This is an optimization exercise on Yosys and OpenROAD, whose aim is small area, a short achievable clock period and few clock cycles, not a production implementation.
At most, simulation tests tie the RTL to the original design; equivalence was not proved.
No activity file was given, so power comes from the tool's default toggle rates.

Setup of cedar:
## dark_pixel_centroid
module dark_pixel_centroid (
	input  logic        clk,
	input  logic        arst_n,
	input  logic        cfg_valid,
	output logic        cfg_ready,
	input  logic [2:0]  cfg_index,
	input  logic [16:0] cfg_data,
	input  logic        s_tvalid,
	output logic        s_tready,
	input  logic [7:0]  s_tdata,
	input  logic        s_tlast,
	output logic        m_tvalid,
	input  logic        m_tready,
	output logic [39:0] m_tdata,
	output logic        m_tuser
);
Size: about 1300 cells after synthesis, ~200 flip-flops, roughly 78 I/O pins.
Settings: LEC_CHECK=0, CAP_MARGIN=20, CORE_MARGIN=2, CORE_UTILIZATION=40, SETUP_SLACK_MARGIN=2.9, SLEW_MARGIN=20; clock period 5.0 ns.
run.sh (not shown) runs the stock make flow with config.mk's settings and CLKGATE_MAP_FILE= SYNTH_SCRIPT=/design/flow/synth_recipe.tcl, a recipe that flattens the netlist after the stock synthesis.
diff inputs: cedar => maple
Settings: SETUP_SLACK_MARGIN: 2.9 -> 2.7.
Findings:
Multiplexer share of the synthesized area came out exactly the same in maple and cedar. Of maple and cedar, the lower via count belongs to maple. On final critical-path required period: between maple and cedar, it ends up higher for maple. Diff cedar -> maple | non-clock buffer count | down by more than 10%. Share of power burned in combinational logic ended up 1.5 points lower on maple than on cedar. Sum of routed wire length over all layers, maple and cedar: smaller value in maple. The run with more setup slack is cedar; maple has less. From cedar to maple the numbers moved as follows: proportion of power drawn by the clock network +1.0 points, total setup buffers inserted after CTS dropped 29.
Input changes introduced in indigo (baseline for comparison: maple):
==> flow/flow/run.sh (new file) <==
#!/bin/bash
# The standard layout (standard.sh: the standard flow's synthesis and ORFS flow, unchanged), with the
# ports buffered by the smallest buffer instead of the resizer's default pick; the resizer
# still upsizes or adds buffers where a port's load or timing needs it.
set -euo pipefail
bash standard.sh finish \
	'BUFFER_PORTS_ARGS=-buffer_cell sky130_fd_sc_hd__buf_1' \
	> make_finish.log 2>&1
==> flow/standard.sh (new file) <==
#!/bin/bash
# synth_recipe.tcl (not shown) runs the flow's synth.tcl, then flattens the netlist and writes it again
# the make line also repeats each setting of config.mk as NAME=value (left out here)
make -C /OpenROAD-flow-scripts/flow DESIGN_CONFIG=/design/flow/config.mk WORK_HOME=/design/flow/orfs CLKGATE_MAP_FILE= SYNTH_SCRIPT=/design/flow/synth_recipe.tcl "${@:-finish}"
removed: flow/run.sh
[compare] base=maple new=indigo: post-route minimum period shows a reduction of 0.063 ns, total power of the final layout shows a reduction of 200 uW, depth of the critical timing path with buffers and inverters included shows a reduction of 1, proportion of power drawn by the clock network shows an increase of 0.6 points, net switching fraction of the power shows an increase of 0.44 points.
indigo vs maple, number of buffers outside the clock class in the layout went down by 44.
indigo vs. maple: data-path buffer share of cell area in the final layout shows a reduction of 4.8 points; total area of sequential cells shows a reduction of 51 um^2; placed wire-length estimate after detailed placement shows no meaningful change; worst-case hold slack shows an increase of 0.018 ns.
indigo vs maple — fraction of layout instances using a drive strength above 1 dropped 7.5 points.
No run of this note included a check of the RTL's function; only the layout flow was run.

========
rev 12:
dark_pixel_centroid, a different RTL version from the one above (not shown whole).
Size: ~1200 cells after synthesis, ~190 flip-flops, roughly 78 I/O pins, about 11000 sq um of cells after synthesis.
// dark_pixel_centroid
module dark_pixel_centroid (
	input  logic        clk,
	input  logic        arst_n,
	input  logic        cfg_valid,
	output logic        cfg_ready,
	input  logic [2:0]  cfg_index,
	input  logic [16:0] cfg_data,
	input  logic        s_tvalid,
	output logic        s_tready,
	input  logic [7:0]  s_tdata,
	input  logic        s_tlast,
	output logic        m_tvalid,
	input  logic        m_tready,
	output logic [39:0] m_tdata,
	output logic        m_tuser
);
clock: 5.0 ns
lec_check: 0
cap_margin: 20
core_margin: 2
core_utilization: 40
cts_buf_list: sky130_fd_sc_hd__clkbuf_8
setup_slack_margin: 2.7
slew_margin: 20
standard.sh (not shown) runs the stock make flow with config.mk's settings and CLKGATE_MAP_FILE= SYNTH_SCRIPT=/design/flow/synth_recipe.tcl, a recipe that flattens the netlist after the stock synthesis.
==> flow/flow/run.sh <==
#!/bin/bash
# The standard layout (standard.sh: the standard flow's synthesis and ORFS flow, unchanged), with the
# ports buffered by the smallest buffer instead of the resizer's default pick, and ORFS's
# power recovery after global routing (downsizing gates off the critical paths).
set -euo pipefail
bash standard.sh finish \
	'BUFFER_PORTS_ARGS=-buffer_cell sky130_fd_sc_hd__buf_1' \
	'RECOVER_POWER=100' \
	> make_finish.log 2>&1
Layout checks on rev 12: not met. Flow itself completed; violations: max-capacitance violations, max-slew violations.
Input-level comparison between rev 13 and rev 12:
==> flow/flow/run.sh <==
#!/bin/bash
# The standard layout (standard.sh: the standard flow's synthesis and ORFS flow, unchanged), with the
# ports buffered by the smallest buffer instead of the resizer's default pick; the resizer
# still upsizes or adds buffers where a port's load or timing needs it.
set -euo pipefail
bash standard.sh finish \
	'BUFFER_PORTS_ARGS=-buffer_cell sky130_fd_sc_hd__buf_1' \
	> make_finish.log 2>&1
--- a/flow/config.mk
+++ b/flow/config.mk
@@ -11,2 +11,3 @@
 export CTS_BUF_LIST = sky130_fd_sc_hd__clkbuf_8
+export CTS_CLUSTER_SIZE = 10
 export SETUP_SLACK_MARGIN = 2.7
Findings:
Compared with rev 12, rev 13 shows a via count normalized by instance count that is 0.70% higher. Rev 13 closes out successfully: all stages finished, all timing, DRC and antenna checks passed. Rev 13 falls short of rev 12 in via count. Compared with rev 12, rev 13 shows a higher maximum frequency. Proportion of power drawn by flip-flops and latches | rev 13 below rev 12.
No run of this note included a check of the RTL's function; only the layout flow was run.

========
Another version of the RTL of dark_pixel_centroid (not shown whole).
For scale: roughly 1200 cells after synthesis, ~200 flip-flops, ~78 I/O pins, roughly 0.011 mm² of cells after synthesis.
export LEC_CHECK = 0
export CAP_MARGIN = 20
export CORE_MARGIN = 2
export CORE_UTILIZATION = 40
export CTS_BUF_LIST = sky130_fd_sc_hd__clkbuf_8
export SETUP_SLACK_MARGIN = 2.78
export SLEW_MARGIN = 20
create_clock -name core_clock -period 5.0 [get_ports {clk}]
==> flow/flow/run.sh <==
#!/bin/bash
# The standard layout (standard.sh: the standard flow's synthesis and ORFS flow, unchanged), with the
# ports buffered by the smallest buffer instead of the resizer's default pick; the resizer
# still upsizes or adds buffers where a port's load or timing needs it.
set -euo pipefail
bash standard.sh finish \
	'BUFFER_PORTS_ARGS=-buffer_cell sky130_fd_sc_hd__buf_1' \
	> make_finish.log 2>&1
The starting point completed without violations.
Testbench counts at the start, summed over its fixed seeds: cycles 111,092.
Then changed:
Settings changed: PLACE_DENSITY set to 0.7, SETUP_SLACK_MARGIN 2.78 to 2.7.
=>
- The new run finished clean
- global-route usage drops by 0.15 points
- die area stays the same
- non-clock buffer count falls by 20
- final cell count falls by 1.2%
- worst hold slack improves by 15 ps
- count of clock-buffer cells in the layout came out lower by 1
- routed wire length drops by 0.37%
Then changed:
Settings changed: PLACE_DENSITY 0.7 to 0.5.
Die area does not change.
Setup slack gains 5.2 ps.
Cell count rose by 0.54%.
Sequential share of layout area fell by 0.20 points.
Global-route usage rose by 1.5 points.
Non-clock buffer count rose by 8.
Power rose by 1.1%.
Synthesized cell count is unchanged.
Synthesized area stays the same.
First-iteration DRC count fell by 30%.
Then changed:
Settings changed: PLACE_DENSITY 0.5 to not set, SETUP_SLACK_MARGIN 2.7 to 2.8, TNS_END_PERCENT set to 0.
Outcome:
- global-route usage went down by 1.7 points
- synthesized cell count stays the same
- final area drops by 3.0%
- routed wire length is lower by 9.5%
- setup slack improved by 7.7 ps
- final cell count decreases by 1.1%
- utilization drops by 1.4 points
- count of clock-buffer cells in the layout drops by 1
- clock power rises by about 4%
- total power goes down by 2.6%
- synthesized area stays the same

[what the ideal ports hide]
How much do the figures lean on ideal ports? The routed layouts below were timed once more, with nothing changed but the port constraints.
Step 1 sets driving cells, clkbuf_16 on the clock port and buf_2 on the other inputs (assumed; they add their load-dependent delay and slew).
Step 2 adds t to the input delays and takes it off the output delays; t is the mean of the earliest and latest rising clock arrival at the registers after step 1. Input paths then give back, and output paths get back, about the clock's delay inside the block.
a / b / c = no drivers / after step 1 / after step 2; a / b = the first two.
| run | shift t [ns] | setup slack, ns | clock arrival spread, ns |
|---|---|---|---|
| cedar | 0.502 | 2.509 / 2.509 / 2.250 | 0.022 / 0.021 |
| maple | 0.493 | 2.505 / 2.505 / 2.240 | 0.019 / 0.019 |
| indigo | 0.495 | 2.568 / 2.568 / 2.220 | 0.017 / 0.017 |
| rev 12 | 0.525 | 2.035 / 2.035 / 1.841 | 0.026 / 0.026 |
| rev 13 | 0.529 | 2.705 / 2.705 / 2.208 | 0.026 / 0.026 |
| the first run of note 3 | 0.529 | 2.717 / 2.717 / 2.295 | 0.018 / 0.018 |
| the second run of note 3 | 0.530 | 2.666 / 2.666 / 2.271 | 0.013 / 0.013 |
| the third run of note 3 | 0.524 | 2.671 / 2.671 / 2.294 | 0.028 / 0.028 |
| the fourth run of note 3 | 0.516 | 2.679 / 2.668 / 2.204 | 0.030 / 0.030 |
The setup slack of rev 13, which loses most, moves by 0.000 ns with the drivers and by -0.497 ns with both steps.
